This is an optimization exercise on Yosys and OpenROAD, whose aim is small area, a short achievable clock period and few clock cycles, not a production implementation.
RTL that was checked went through simulation tests only; none was proved equivalent to the original.
Power is estimated from default activity; no workload was simulated.

==> inputs of v15 <==
## usb_audio_unpack_volume
module usb_audio_unpack_volume (
  input  wire logic               clk,
  input  wire logic               rst_n,
  input  wire logic               in_valid,
  output logic                    in_stall,
  input  wire logic [7:0]         in_data_byte,
  input  wire logic               in_last_byte,
  output logic                    out_valid,
  input  wire logic               out_stall,
  output logic signed [31:0]      out_left_sample,
  output logic signed [31:0]      out_right_sample,
  output logic                    out_last_frame,
  input  wire logic               cfg_wr_en,
  input  wire logic [1:0]         cfg_index,
  input  wire logic [15:0]        cfg_data
);
==> module uavol_unpack, before the edit <==
module uavol_unpack (
  input  wire logic                 clk,
  input  wire logic                 rst_n,
  input  wire logic                 in_valid,
  input  wire logic                 in_stall,
  input  wire logic [7:0]           in_data_byte,
  input  wire logic                 in_last_byte,
  input  wire logic                 cfg_wr_en,
  input  wire logic [1:0]           cfg_index,
  input  wire logic [15:0]          cfg_data,
  output logic                      emit,         
  output logic                      emit_ahead,   
  output logic [31:0]               frm_left,
  output logic [31:0]               frm_right,
  output logic                      frm_last,
  output logic [1:0]                frm_res_l,    
  output logic [1:0]                frm_res_r,
  output uavol_pkg::gain_t          frm_gain_l,
  output uavol_pkg::gain_t          frm_gain_r
);
  logic [1:0]  res_r, res_nxt;
  logic [8:0]  vol_l_r, vol_r_r;
  logic [2:0]  byte_pos_r, byte_pos_nxt;
  logic [23:0] partial_r, partial_nxt;
  logic [31:0] held_left_r, held_left_nxt;
  logic [1:0]  held_res_r, held_res_nxt;
  logic        accept;
  logic        unsupported;
  logic [2:0]  bps;
  logic [3:0]  frame_len;
  logic [2:0]  pos;
  logic        second;
  logic [2:0]  k_full;
  logic [1:0]  k;
  logic        sample_done;
  logic [31:0] w_join;
  logic [31:0] w_sample;
  assign accept = in_valid && !in_stall;
  always_comb begin
    res_nxt = res_r;
    if (cfg_wr_en && cfg_index == uavol_pkg::CFG_RESOLUTION) res_nxt = cfg_data[1:0];
  end
  always_ff @(posedge clk) begin
    if (!rst_n) begin
      res_r   <= uavol_pkg::RES_16;
      vol_l_r <= 9'h001;
      vol_r_r <= 9'h001;
    end else begin
      res_r <= res_nxt;
      if (cfg_wr_en && cfg_index == uavol_pkg::CFG_LEFT_VOLUME)
        vol_l_r <= {cfg_data[15:8], cfg_data[7:0] == 8'd0};
      if (cfg_wr_en && cfg_index == uavol_pkg::CFG_RIGHT_VOLUME)
        vol_r_r <= {cfg_data[15:8], cfg_data[7:0] == 8'd0};
    end
  end
  always_comb begin
    unsupported = (res_r == uavol_pkg::RES_NONE);
    bps         = {1'b0, res_r} + 3'd2;
    frame_len   = {bps, 1'b0};
    pos         = ({1'b0, byte_pos_r} >= frame_len) ? 3'd0 : byte_pos_r;
    second      = (pos >= bps);
    k_full      = second ? (pos - bps) : pos;
    k           = k_full[1:0];
    sample_done = !(({1'b0, k} + 3'd1) < bps);
    w_join      = {8'd0, partial_r} | ({24'd0, in_data_byte} << {k, 3'd0});
    w_sample    = w_join;
    emit = accept && !unsupported && byte_pos_r == {res_r, 1'b1} + 3'd2;
  end
  always_comb begin
    byte_pos_nxt  = byte_pos_r;
    partial_nxt   = partial_r;
    held_left_nxt = held_left_r;
    held_res_nxt  = held_res_r;
    if (accept) begin
      if (unsupported) begin
        byte_pos_nxt = 3'd0;
        partial_nxt  = '0;
      end else if (!sample_done) begin
        if (k == 2'd0) begin
          partial_nxt = {16'd0, in_data_byte};
        end else begin
          partial_nxt = partial_r | ({16'd0, in_data_byte} << {k, 3'd0});
        end
        byte_pos_nxt = pos + 3'd1;
      end else begin
        partial_nxt = '0;
        if (!second) begin
          held_left_nxt = w_sample;
          held_res_nxt  = res_r;
          byte_pos_nxt  = pos + 3'd1;
        end else begin
          byte_pos_nxt = 3'd0;
        end
      end
      if (in_last_byte) begin
        byte_pos_nxt = 3'd0;
        partial_nxt  = '0;
      end
    end
  end
  always_ff @(posedge clk) begin
    if (!rst_n) begin
      byte_pos_r  <= '0;
      partial_r   <= '0;
      held_left_r <= '0;
      held_res_r  <= '0;
    end else begin
      byte_pos_r  <= byte_pos_nxt;
      partial_r   <= partial_nxt;
      held_left_r <= held_left_nxt;
      held_res_r  <= held_res_nxt;
    end
  end
  assign emit_ahead = res_nxt != uavol_pkg::RES_NONE && byte_pos_nxt == {res_nxt, 1'b1} + 3'd2;
  assign frm_res_l  = held_res_r;
  assign frm_res_r  = res_r;
  assign frm_left   = held_left_r;
  assign frm_right  = w_sample;
  assign frm_last   = in_last_byte;
  assign frm_gain_l = uavol_pkg::gain_table(uavol_pkg::gain_index(vol_l_r));
  assign frm_gain_r = uavol_pkg::gain_table(uavol_pkg::gain_index(vol_r_r));
endmodule
make LEC_CHECK=0 CAP_MARGIN=20 CORE_MARGIN=2 CORE_UTILIZATION=40 SETUP_SLACK_MARGIN=5 SLEW_MARGIN=20 finish   # period 10.0 ns
run.sh (not shown) runs the stock make flow with config.mk's settings and CLKGATE_MAP_FILE= SYNTH_SCRIPT=/design/flow/synth_recipe.tcl, a recipe that flattens the netlist after the stock synthesis.
==> inputs of v27, as changes to v15 <==
--- a/flow/design.v
+++ b/flow/design.v
@@ -121,10 +121,10 @@
     endcase
     gain_table = g;
   endfunction
-  function automatic logic [GAIN_IDX_W-1:0] gain_index(input logic [8:0] vc);
+  function automatic logic [GAIN_IDX_W-1:0] gain_index(input logic [15:0] vol);
     logic [7:0] cand;
-    cand = {1'b0, ~vc[7:1]} + {7'd0, vc[0]};
-    if (!vc[8]) begin
+    cand = {1'b0, ~vol[14:8]} + {7'd0, vol[7:0] == 8'd0};
+    if (!vol[15]) begin
       gain_index = '0;
     end else if (cand > 8'(VOLUME_STEPS - 1)) begin
       gain_index = GAIN_IDX_W'(VOLUME_STEPS - 1);
@@ -157,7 +157,8 @@
   output uavol_pkg::gain_t          frm_gain_r
 );
   logic [1:0]  res_r, res_nxt;
-  logic [8:0]  vol_l_r, vol_r_r;
+  logic [6:0]  idx_l_r, idx_r_r;
+  logic [6:0]  cfg_idx;
   logic [2:0]  byte_pos_r, byte_pos_nxt;
   logic [23:0] partial_r, partial_nxt;
   logic [31:0] held_left_r, held_left_nxt;
@@ -178,17 +179,16 @@
     res_nxt = res_r;
     if (cfg_wr_en && cfg_index == uavol_pkg::CFG_RESOLUTION) res_nxt = cfg_data[1:0];
   end
+  assign cfg_idx = uavol_pkg::gain_index(cfg_data);
   always_ff @(posedge clk) begin
     if (!rst_n) begin
       res_r   <= uavol_pkg::RES_16;
-      vol_l_r <= 9'h001;
-      vol_r_r <= 9'h001;
+      idx_l_r <= '0;
+      idx_r_r <= '0;
     end else begin
       res_r <= res_nxt;
-      if (cfg_wr_en && cfg_index == uavol_pkg::CFG_LEFT_VOLUME)
-        vol_l_r <= {cfg_data[15:8], cfg_data[7:0] == 8'd0};
-      if (cfg_wr_en && cfg_index == uavol_pkg::CFG_RIGHT_VOLUME)
-        vol_r_r <= {cfg_data[15:8], cfg_data[7:0] == 8'd0};
+      if (cfg_wr_en && cfg_index == uavol_pkg::CFG_LEFT_VOLUME)  idx_l_r <= cfg_idx;
+      if (cfg_wr_en && cfg_index == uavol_pkg::CFG_RIGHT_VOLUME) idx_r_r <= cfg_idx;
     end
   end
   always_comb begin
@@ -255,8 +255,8 @@
   assign frm_left   = held_left_r;
   assign frm_right  = w_sample;
   assign frm_last   = in_last_byte;
-  assign frm_gain_l = uavol_pkg::gain_table(uavol_pkg::gain_index(vol_l_r));
-  assign frm_gain_r = uavol_pkg::gain_table(uavol_pkg::gain_index(vol_r_r));
+  assign frm_gain_l = uavol_pkg::gain_table(idx_l_r);
+  assign frm_gain_r = uavol_pkg::gain_table(idx_r_r);
 endmodule
 `default_nettype wire
 `timescale 1ns / 1ps
==> flow/flow/run.sh (new file) <==
#!/bin/bash
set -euo pipefail
bash standard.sh SETUP_SLACK_MARGIN=7 finish > standard_make.log 2>&1
==> flow/standard.sh (new file) <==
#!/bin/bash
# synth_recipe.tcl (not shown) runs the flow's synth.tcl, then flattens the netlist and writes it again
# the make line also repeats each setting of config.mk as NAME=value (left out here)
make -C /OpenROAD-flow-scripts/flow DESIGN_CONFIG=/design/flow/config.mk WORK_HOME=/design/flow/orfs CLKGATE_MAP_FILE= SYNTH_SCRIPT=/design/flow/synth_recipe.tcl "${@:-finish}"
removed: flow/run.sh
==> results_dict.tcl <==
set metrics [dict create \
    clockNetworkAreaShare 0.0379 \
    seq_area_um2 7720 \
    status "timing/DRC/antenna clean" \
    min_period_ns 4.28 \
    holdWs_ns 0.420 \
    grtUsageMet3 0.0562 \
    post_synth.cell_area_avg_um2 8.33 \
]
# the run above: v27

==> results_dict.tcl <==
set metrics [dict create \
    met2_usage 0.439 \
    seq_area_um2 7770 \
    grtUsageMet3 0.0489 \
    path_clk_slew_ns 0.07 \
    holdWs_ns 0.449 \
    status "timing/DRC/antenna clean" \
    syn_nets 3200 \
]
# the run above: v15

No functional check of the RTL was part of any run of this note.

==> v3 <==
usb_audio_unpack_volume, a different RTL version from the one above (not shown whole).
export LEC_CHECK = 0
export CAP_MARGIN = 20
export CORE_MARGIN = 2
export CORE_UTILIZATION = 40
export SETUP_SLACK_MARGIN = 5
export SLEW_MARGIN = 20
create_clock -name core_clock -period 10.0 [get_ports {clk}]
standard.sh (not shown) runs the stock make flow with config.mk's settings and CLKGATE_MAP_FILE= SYNTH_SCRIPT=/design/flow/synth_recipe.tcl, a recipe that flattens the netlist after the stock synthesis.
==> flow/flow/run.sh <==
#!/bin/bash
set -euo pipefail
bash standard.sh SETUP_SLACK_MARGIN=7 "BUFFER_PORTS_ARGS=-buffer_cell sky130_fd_sc_hd__buf_1" finish > standard_make.log 2>&1
==> v32: changes against v3 <==
--- a/flow/design.v
+++ b/flow/design.v
@@ -826,17 +826,19 @@
   output logic                    out_last_frame
 );
   logic                  full_r, full_nxt;
   logic                  first_r;               
   logic [2:0]            rem_l_r;               
   logic [2:0]            rem_r_r;
   logic [1:0]            pos_l_r;               
   logic [8:0]            top_l_r;               
-  logic [31:0]           buf_r_r;
+  logic [31:0]           buf_r_r;               
+  logic [1:0]            pos_r_r;               
+  logic [8:0]            top_r_r;               
   logic [6:0]            idx_r_r;               
   uavol_pkg::gain_t      gain_r;                
   logic [11:0]           dig_r;                 
   logic                  last_r;
   logic                  out_valid_r, out_valid_nxt;
   logic [31:0]           out_left_r;
   logic                  out_last_r;
   logic                  hold;
@@ -863,49 +865,50 @@
     logic [39:0] sh, ch, u0, u1, u2, u3, s1a, c1a, s1b, c1b, s2, c2, so, co;
     logic [9:0]  low;
     logic [1:0]  c8;
     low = {2'b0, s[7:0]} + {2'b0, c[7:0]} + {3'b0, n3, 6'b0};
     c8  = first ? 2'b0 : low[9:8];
     sh  = first ? 40'h0080000000 : {8'b0, s[39:8]};
     ch  = first ? 40'h0 : {8'b0, c[39:8]};
     u0  = {8'b01010101, urow(d[2:0], g)};
-    u1  = {6'b0, urow(d[5:3], g), c8[1], d[2]};
+    u1  = {6'b0, urow(d[5:3], g), 1'b0, d[2]};
     u2  = {4'b0, urow(d[8:6], g), 1'b0, d[5], 2'b0};
     u3  = {2'b0, urow(d[11:9], g), 1'b0, d[8], 4'b0};
     s1a = u0 ^ u1 ^ u2;
-    c1a = {(u0[38:0] & u1[38:0] | u0[38:0] & u2[38:0] | u1[38:0] & u2[38:0]), c8[0]};
+    c1a = {(u0[38:0] & u1[38:0] | u0[38:0] & u2[38:0] | u1[38:0] & u2[38:0]), 1'b0};
     s1b = u3 ^ sh ^ ch;
-    c1b = {(u3[38:0] & sh[38:0] | u3[38:0] & ch[38:0] | sh[38:0] & ch[38:0]), 1'b0};
+    c1b = {(u3[38:0] & sh[38:0] | u3[38:0] & ch[38:0] | sh[38:0] & ch[38:0]), c8[0]};
     s2  = s1a ^ c1a ^ s1b;
-    c2  = {(s1a[38:0] & c1a[38:0] | s1a[38:0] & s1b[38:0] | c1a[38:0] & s1b[38:0]), 1'b0};
+    c2  = {(s1a[38:0] & c1a[38:0] | s1a[38:0] & s1b[38:0] | c1a[38:0] & s1b[38:0]), c8[1]};
     so  = s2 ^ c2 ^ c1b;
-    co  = {(s2[38:0] & c2[38:0] | s2[38:0] & c1b[38:0] | c2[38:0] & c1b[38:0]), 1'b0};
+    co  = {(s2[38:0] & c2[38:0] | s2[38:0] & c1b[38:0] | c2[38:0] & c1b[38:0]), c8[1]};
     mac = {so, co};
   endfunction
   logic [39:0] sum_r, car_r;        
   logic        n3_r;
   logic        pend_l_r, pend_r_r;   
   logic [31:0] out_right_r;
   logic [36:0] result;
   assign result = sum_r[36:0] + car_r[36:0] + {30'd0, n3_r, 6'd0};
   logic last_pos;     
   logic boundary;     
   logic freeze;       
   logic pend_last_r;  
   logic        b_occ_r;
-  logic [31:0] b_right_r;
   logic [8:0]  b_byte0_r, b_top_r;
   logic [6:0]  b_idx_l_r, b_idx_r_r;
   logic        b_last_r;
   logic [1:0]  b_res_l_r, b_res_r_r;
   logic        cur_free;     
   logic        cur_load;     
   logic        b_write;      
-  logic [31:0] src_right;
+  logic [8:0]  src_top_r;
+  logic [1:0]  top_r_res;
+  logic [31:0] top_r_from;
   logic [8:0]  src_byte0, src_top;
   logic [6:0]  src_idx_r;
   logic        src_last;
   logic [1:0]  src_res_l, src_res_r;
   logic [8:0]  new_top;
   assign last_pos = rem_l_r == 3'd0 && rem_r_r == 3'd1;
   assign boundary = !full_r || last_pos;
   assign hold     = out_valid_r && out_stall;
@@ -919,17 +922,23 @@
   assign cur_load = cur_free && (b_occ_r || load);
   assign b_write  = load && (b_occ_r || !cur_free);
   always_comb begin
     case (frm_res_l)
       2'd0:    new_top = frm_left[15:7];
       2'd1:    new_top = frm_left[23:15];
       default: new_top = frm_left[31:23];
     endcase
-    src_right = b_occ_r ? b_right_r : frm_right;
+    top_r_from = b_occ_r ? buf_r_r : frm_right;
+    top_r_res  = b_occ_r ? b_res_r_r : frm_res_r;
+    case (top_r_res)
+      2'd0:    src_top_r = top_r_from[15:7];
+      2'd1:    src_top_r = top_r_from[23:15];
+      default: src_top_r = top_r_from[31:23];
+    endcase
     src_byte0 = b_occ_r ? b_byte0_r : {frm_left[7:0], 1'b0};
     src_top   = b_occ_r ? b_top_r   : new_top;
     src_idx_r = b_occ_r ? b_idx_r_r : idx_r;
     src_last  = b_occ_r ? b_last_r  : frm_last;
     src_res_l = b_occ_r ? b_res_l_r : frm_res_l;
     src_res_r = b_occ_r ? b_res_r_r : frm_res_r;
   end
   always_comb begin
@@ -948,17 +957,18 @@
       full_a = full_r && !done;
       b_a    = b_occ_r;
       rl_a   = step_l ? rem_l_r - 3'd1 : rem_l_r;
       rr_a   = step_r ? rem_r_r - 3'd1 : rem_r_r;
     end
     pl_a   = freeze ? pend_l_r : switch;
     pr_a   = freeze ? pend_r_r : done;
     sure   = !((pl_a || pr_a) && out_valid_nxt);
-    free_ahead      = !b_a || (full_a && rl_a == 3'd0 && rr_a == 3'd1 && sure);
+    free_ahead      = !b_a && (!full_a || rl_a == 3'd0 && (rr_a <= 3'd2 || rr_a == 3'd3 && sure) ||
+                               rl_a == 3'd1 && rr_a == 3'd2 && sure);
     held_free_ahead = (!full_a || rl_a <= 3'd2 || (rl_a == 3'd3 && sure)) &&
                       !(b_a && b_res_l_r != 2'd0);
   end
   always_comb begin
     left_window = pos_l_r[1] ? frm_left[23:15] : frm_left[15:7];
   end
   assign rom_gain = uavol_pkg::gain_table((full_r && rem_l_r == 3'd1) ? idx_r_r :
                                           (b_occ_r ? b_idx_l_r : idx_l));
@@ -979,39 +989,41 @@
         pend_r_r <= done;
       end
     end
   end
   always_ff @(posedge clk) begin
     if (cur_load || step_l) rem_l_r <= boundary ? {1'b0, src_res_l} + 3'd2 : rem_l_r - 3'd1;
     if (cur_load || step_r) rem_r_r <= boundary ? {1'b0, src_res_r} + 3'd2 : rem_r_r - 3'd1;
     if (cur_load || step_l) pos_l_r <= boundary ? 2'd1 : pos_l_r + 2'd1;
-    if (cur_load || step_r) buf_r_r <= boundary ? src_right : {8'd0, buf_r_r[31:8]};
+    if (load) buf_r_r <= frm_right;
+    if (switch || step_r) pos_r_r <= switch ? 2'd1 : pos_r_r + 2'd1;
     if (cur_load) begin
       idx_r_r <= src_idx_r;
       last_r  <= src_last;
       top_l_r <= src_top;
+      top_r_r <= src_top_r;
     end
     if (b_write) begin
-      b_right_r <= frm_right;
       b_byte0_r <= {frm_left[7:0], 1'b0};
       b_top_r   <= new_top;
       b_idx_l_r <= idx_l;
       b_idx_r_r <= idx_r;
       b_last_r  <= frm_last;
       b_res_l_r <= frm_res_l;
       b_res_r_r <= frm_res_r;
     end
     if (!full_r || !freeze && (rem_l_r == 3'd1 || last_pos)) gain_r <= rom_gain;
     if (cur_load || step) begin
       if (boundary)              dig_r <= booth4(src_byte0);
       else if (rem_l_r == 3'd1)  dig_r <= booth4({buf_r_r[7:0], 1'b0});
+      else if (rem_l_r == 3'd0 && rem_r_r == 3'd2) dig_r <= booth4(top_r_r);
       else if (rem_l_r == 3'd2)  dig_r <= booth4(top_l_r);
       else if (rem_l_r != 3'd0)  dig_r <= booth4(left_window);
-      else                       dig_r <= booth4(buf_r_r[15:7]);
+      else                       dig_r <= booth4(pos_r_r[1] ? buf_r_r[23:15] : buf_r_r[15:7]);
       first_r <= boundary || rem_l_r == 3'd1;
     end
     if (step) begin
       {sum_r, car_r} <= mac(sum_r, car_r, n3_r, first_r, dig_r, gain_r);
       n3_r           <= dig_r[11];
     end
     if (pend_l_r && !hold) out_left_r  <= result[36:5];
     if (pend_r_r && !hold) begin
==> flow/flow/run.sh (replaced) <==
#!/bin/bash
set -euo pipefail
bash standard.sh SETUP_SLACK_MARGIN=6.75 "BUFFER_PORTS_ARGS=-buffer_cell sky130_fd_sc_hd__buf_1" finish > standard_make.log 2>&1
- CTS_BUF_LIST: default -> sky130_fd_sc_hd__clkbuf_8
- CTS_CLUSTER_SIZE: default -> 30
- TNS_END_PERCENT: default -> 10
==> v22: changes against v3 <==
--- a/flow/design.v
+++ b/flow/design.v
@@ -826,17 +826,19 @@
   output logic                    out_last_frame
 );
   logic                  full_r, full_nxt;
   logic                  first_r;               
   logic [2:0]            rem_l_r;               
   logic [2:0]            rem_r_r;
   logic [1:0]            pos_l_r;               
   logic [8:0]            top_l_r;               
-  logic [31:0]           buf_r_r;
+  logic [31:0]           buf_r_r;               
+  logic [1:0]            pos_r_r;               
+  logic [8:0]            top_r_r;               
   logic [6:0]            idx_r_r;               
   uavol_pkg::gain_t      gain_r;                
   logic [11:0]           dig_r;                 
   logic                  last_r;
   logic                  out_valid_r, out_valid_nxt;
   logic [31:0]           out_left_r;
   logic                  out_last_r;
   logic                  hold;
@@ -863,49 +865,50 @@
     logic [39:0] sh, ch, u0, u1, u2, u3, s1a, c1a, s1b, c1b, s2, c2, so, co;
     logic [9:0]  low;
     logic [1:0]  c8;
     low = {2'b0, s[7:0]} + {2'b0, c[7:0]} + {3'b0, n3, 6'b0};
     c8  = first ? 2'b0 : low[9:8];
     sh  = first ? 40'h0080000000 : {8'b0, s[39:8]};
     ch  = first ? 40'h0 : {8'b0, c[39:8]};
     u0  = {8'b01010101, urow(d[2:0], g)};
-    u1  = {6'b0, urow(d[5:3], g), c8[1], d[2]};
+    u1  = {6'b0, urow(d[5:3], g), 1'b0, d[2]};
     u2  = {4'b0, urow(d[8:6], g), 1'b0, d[5], 2'b0};
     u3  = {2'b0, urow(d[11:9], g), 1'b0, d[8], 4'b0};
     s1a = u0 ^ u1 ^ u2;
-    c1a = {(u0[38:0] & u1[38:0] | u0[38:0] & u2[38:0] | u1[38:0] & u2[38:0]), c8[0]};
+    c1a = {(u0[38:0] & u1[38:0] | u0[38:0] & u2[38:0] | u1[38:0] & u2[38:0]), 1'b0};
     s1b = u3 ^ sh ^ ch;
-    c1b = {(u3[38:0] & sh[38:0] | u3[38:0] & ch[38:0] | sh[38:0] & ch[38:0]), 1'b0};
+    c1b = {(u3[38:0] & sh[38:0] | u3[38:0] & ch[38:0] | sh[38:0] & ch[38:0]), c8[0]};
     s2  = s1a ^ c1a ^ s1b;
-    c2  = {(s1a[38:0] & c1a[38:0] | s1a[38:0] & s1b[38:0] | c1a[38:0] & s1b[38:0]), 1'b0};
+    c2  = {(s1a[38:0] & c1a[38:0] | s1a[38:0] & s1b[38:0] | c1a[38:0] & s1b[38:0]), c8[1]};
     so  = s2 ^ c2 ^ c1b;
-    co  = {(s2[38:0] & c2[38:0] | s2[38:0] & c1b[38:0] | c2[38:0] & c1b[38:0]), 1'b0};
+    co  = {(s2[38:0] & c2[38:0] | s2[38:0] & c1b[38:0] | c2[38:0] & c1b[38:0]), c8[1]};
     mac = {so, co};
   endfunction
   logic [39:0] sum_r, car_r;        
   logic        n3_r;
   logic        pend_l_r, pend_r_r;   
   logic [31:0] out_right_r;
   logic [36:0] result;
   assign result = sum_r[36:0] + car_r[36:0] + {30'd0, n3_r, 6'd0};
   logic last_pos;     
   logic boundary;     
   logic freeze;       
   logic pend_last_r;  
   logic        b_occ_r;
-  logic [31:0] b_right_r;
   logic [8:0]  b_byte0_r, b_top_r;
   logic [6:0]  b_idx_l_r, b_idx_r_r;
   logic        b_last_r;
   logic [1:0]  b_res_l_r, b_res_r_r;
   logic        cur_free;     
   logic        cur_load;     
   logic        b_write;      
-  logic [31:0] src_right;
+  logic [8:0]  src_top_r;
+  logic [1:0]  top_r_res;
+  logic [31:0] top_r_from;
   logic [8:0]  src_byte0, src_top;
   logic [6:0]  src_idx_r;
   logic        src_last;
   logic [1:0]  src_res_l, src_res_r;
   logic [8:0]  new_top;
   assign last_pos = rem_l_r == 3'd0 && rem_r_r == 3'd1;
   assign boundary = !full_r || last_pos;
   assign hold     = out_valid_r && out_stall;
@@ -919,17 +922,23 @@
   assign cur_load = cur_free && (b_occ_r || load);
   assign b_write  = load && (b_occ_r || !cur_free);
   always_comb begin
     case (frm_res_l)
       2'd0:    new_top = frm_left[15:7];
       2'd1:    new_top = frm_left[23:15];
       default: new_top = frm_left[31:23];
     endcase
-    src_right = b_occ_r ? b_right_r : frm_right;
+    top_r_from = b_occ_r ? buf_r_r : frm_right;
+    top_r_res  = b_occ_r ? b_res_r_r : frm_res_r;
+    case (top_r_res)
+      2'd0:    src_top_r = top_r_from[15:7];
+      2'd1:    src_top_r = top_r_from[23:15];
+      default: src_top_r = top_r_from[31:23];
+    endcase
     src_byte0 = b_occ_r ? b_byte0_r : {frm_left[7:0], 1'b0};
     src_top   = b_occ_r ? b_top_r   : new_top;
     src_idx_r = b_occ_r ? b_idx_r_r : idx_r;
     src_last  = b_occ_r ? b_last_r  : frm_last;
     src_res_l = b_occ_r ? b_res_l_r : frm_res_l;
     src_res_r = b_occ_r ? b_res_r_r : frm_res_r;
   end
   always_comb begin
@@ -948,17 +957,18 @@
       full_a = full_r && !done;
       b_a    = b_occ_r;
       rl_a   = step_l ? rem_l_r - 3'd1 : rem_l_r;
       rr_a   = step_r ? rem_r_r - 3'd1 : rem_r_r;
     end
     pl_a   = freeze ? pend_l_r : switch;
     pr_a   = freeze ? pend_r_r : done;
     sure   = !((pl_a || pr_a) && out_valid_nxt);
-    free_ahead      = !b_a || (full_a && rl_a == 3'd0 && rr_a == 3'd1 && sure);
+    free_ahead      = !b_a && (!full_a || rl_a == 3'd0 && (rr_a <= 3'd2 || rr_a == 3'd3 && sure) ||
+                               rl_a == 3'd1 && rr_a == 3'd2 && sure);
     held_free_ahead = (!full_a || rl_a <= 3'd2 || (rl_a == 3'd3 && sure)) &&
                       !(b_a && b_res_l_r != 2'd0);
   end
   always_comb begin
     left_window = pos_l_r[1] ? frm_left[23:15] : frm_left[15:7];
   end
   assign rom_gain = uavol_pkg::gain_table((full_r && rem_l_r == 3'd1) ? idx_r_r :
                                           (b_occ_r ? b_idx_l_r : idx_l));
@@ -979,39 +989,41 @@
         pend_r_r <= done;
       end
     end
   end
   always_ff @(posedge clk) begin
     if (cur_load || step_l) rem_l_r <= boundary ? {1'b0, src_res_l} + 3'd2 : rem_l_r - 3'd1;
     if (cur_load || step_r) rem_r_r <= boundary ? {1'b0, src_res_r} + 3'd2 : rem_r_r - 3'd1;
     if (cur_load || step_l) pos_l_r <= boundary ? 2'd1 : pos_l_r + 2'd1;
-    if (cur_load || step_r) buf_r_r <= boundary ? src_right : {8'd0, buf_r_r[31:8]};
+    if (load) buf_r_r <= frm_right;
+    if (switch || step_r) pos_r_r <= switch ? 2'd1 : pos_r_r + 2'd1;
     if (cur_load) begin
       idx_r_r <= src_idx_r;
       last_r  <= src_last;
       top_l_r <= src_top;
+      top_r_r <= src_top_r;
     end
     if (b_write) begin
-      b_right_r <= frm_right;
       b_byte0_r <= {frm_left[7:0], 1'b0};
       b_top_r   <= new_top;
       b_idx_l_r <= idx_l;
       b_idx_r_r <= idx_r;
       b_last_r  <= frm_last;
       b_res_l_r <= frm_res_l;
       b_res_r_r <= frm_res_r;
     end
     if (!full_r || !freeze && (rem_l_r == 3'd1 || last_pos)) gain_r <= rom_gain;
     if (cur_load || step) begin
       if (boundary)              dig_r <= booth4(src_byte0);
       else if (rem_l_r == 3'd1)  dig_r <= booth4({buf_r_r[7:0], 1'b0});
+      else if (rem_l_r == 3'd0 && rem_r_r == 3'd2) dig_r <= booth4(top_r_r);
       else if (rem_l_r == 3'd2)  dig_r <= booth4(top_l_r);
       else if (rem_l_r != 3'd0)  dig_r <= booth4(left_window);
-      else                       dig_r <= booth4(buf_r_r[15:7]);
+      else                       dig_r <= booth4(pos_r_r[1] ? buf_r_r[23:15] : buf_r_r[15:7]);
       first_r <= boundary || rem_l_r == 3'd1;
     end
     if (step) begin
       {sum_r, car_r} <= mac(sum_r, car_r, n3_r, first_r, dig_r, gain_r);
       n3_r           <= dig_r[11];
     end
     if (pend_l_r && !hold) out_left_r  <= result[36:5];
     if (pend_r_r && !hold) begin
==> flow/flow/run.sh (replaced) <==
#!/bin/bash
set -euo pipefail
bash standard.sh SETUP_SLACK_MARGIN=6.9 "BUFFER_PORTS_ARGS=-buffer_cell sky130_fd_sc_hd__buf_1" finish > standard_make.log 2>&1
- CTS_BUF_LIST: default -> sky130_fd_sc_hd__clkbuf_8
- CTS_CLUSTER_SIZE: default -> 30
==> run notes <==
quantity	v32	v3	v22
Result of the run	timing/DRC/antenna clean	timing/DRC/antenna clean	timing/DRC/antenna clean
Met1 Routed Length	35,100 µm	35,000 µm	34,600 µm
Crit path depth	10	1	1
Non-filler instance count after layout	3,723	3,872	3,749
Die X	263 µm	265 µm	263 µm
ClkCell Share	4.66%	4.82%	4.34%
Grt met2 use	38.1%	40.8%	37.7%
Detail-routed via count per cell	5.79	5.83	5.78
Fraction of layout instances using a drive strength above 1	11.3%	23.6%	16.5%
Static leakage	11.7 nW	13.0 nW	12.1 nW
Power Dens Cells	127 nW/µm²	126 nW/µm²	122 nW/µm²
Post-synthesis share of cell area spent on xor and xnor gates	6.28%	6.28%	6.28%
Synth Instances	2,739	2,798	2,739
TritonCTS Sinks	374	391	374
Internal power of the cells	2.77 mW	3.16 mW	2.74 mW
Number of clock buffers in the layout	72	62	74
CP Capture Point	u_scale.gain_r[2]	out_last_frame	out_last_frame
Number of global-route vias before repair	21,400	22,000	21,400
Worst r2r src	u_scale.rem_l_r[0]	u_scale.car_r[16]	u_scale.rem_l_r[1]
Simple-Gate Fraction of Synth Area	12.0%	11.9%	12.0%
Switching Power	1.10 mW	1.13 mW	1.07 mW
Flop+latch power	1.77 mW	1.84 mW	1.76 mW
Testbench counts of v3, summed over its fixed seeds: cycles 19,044.
Testbench counts of v32, summed over its fixed seeds: cycles 19,044.
Testbench counts of v22, summed over its fixed seeds: cycles 19,044.

-- separate check: timing with driven ports --
No port has a modelled driver above. Below, the same layouts with a new extraction and two added sets of constraints.
Step 1: set_driving_cell puts a clkbuf_16 on clk and a buf_2 on each other input, an assumption about the parent block.
Step 2 also shifts input and output timing later by t, the mid clock arrival at the registers, as if the neighbouring blocks saw the same clock.
Three values: ideal, step 1, step 2; two values: the first two.
| run | t (ns) | setup WS [ns] | worst setup path after step 2 | worst register clock-pin slew, ns |
|---|---|---|---|---|
| v15 | 0.625 | 5.048 / 5.048 / 4.646 | input to register | 0.07 / 0.07 |
| v27 | 0.610 | 5.717 / 5.747 / 5.137 | input to register | 0.07 / 0.07 |
| v3 | 0.665 | 6.895 / 6.832 / 6.228 | input to register | 0.06 / 0.06 |
| v32 | 0.723 | 6.708 / 6.708 / 6.040 | input to register | 0.07 / 0.07 |
| v22 | 0.713 | 6.750 / 6.691 / 6.203 | input to register | 0.07 / 0.07 |
After both steps setup and hold are still met in every run listed. The setup slack of v32, which loses most, moves by 0.000 ns with the drivers and by -0.668 ns with both steps.
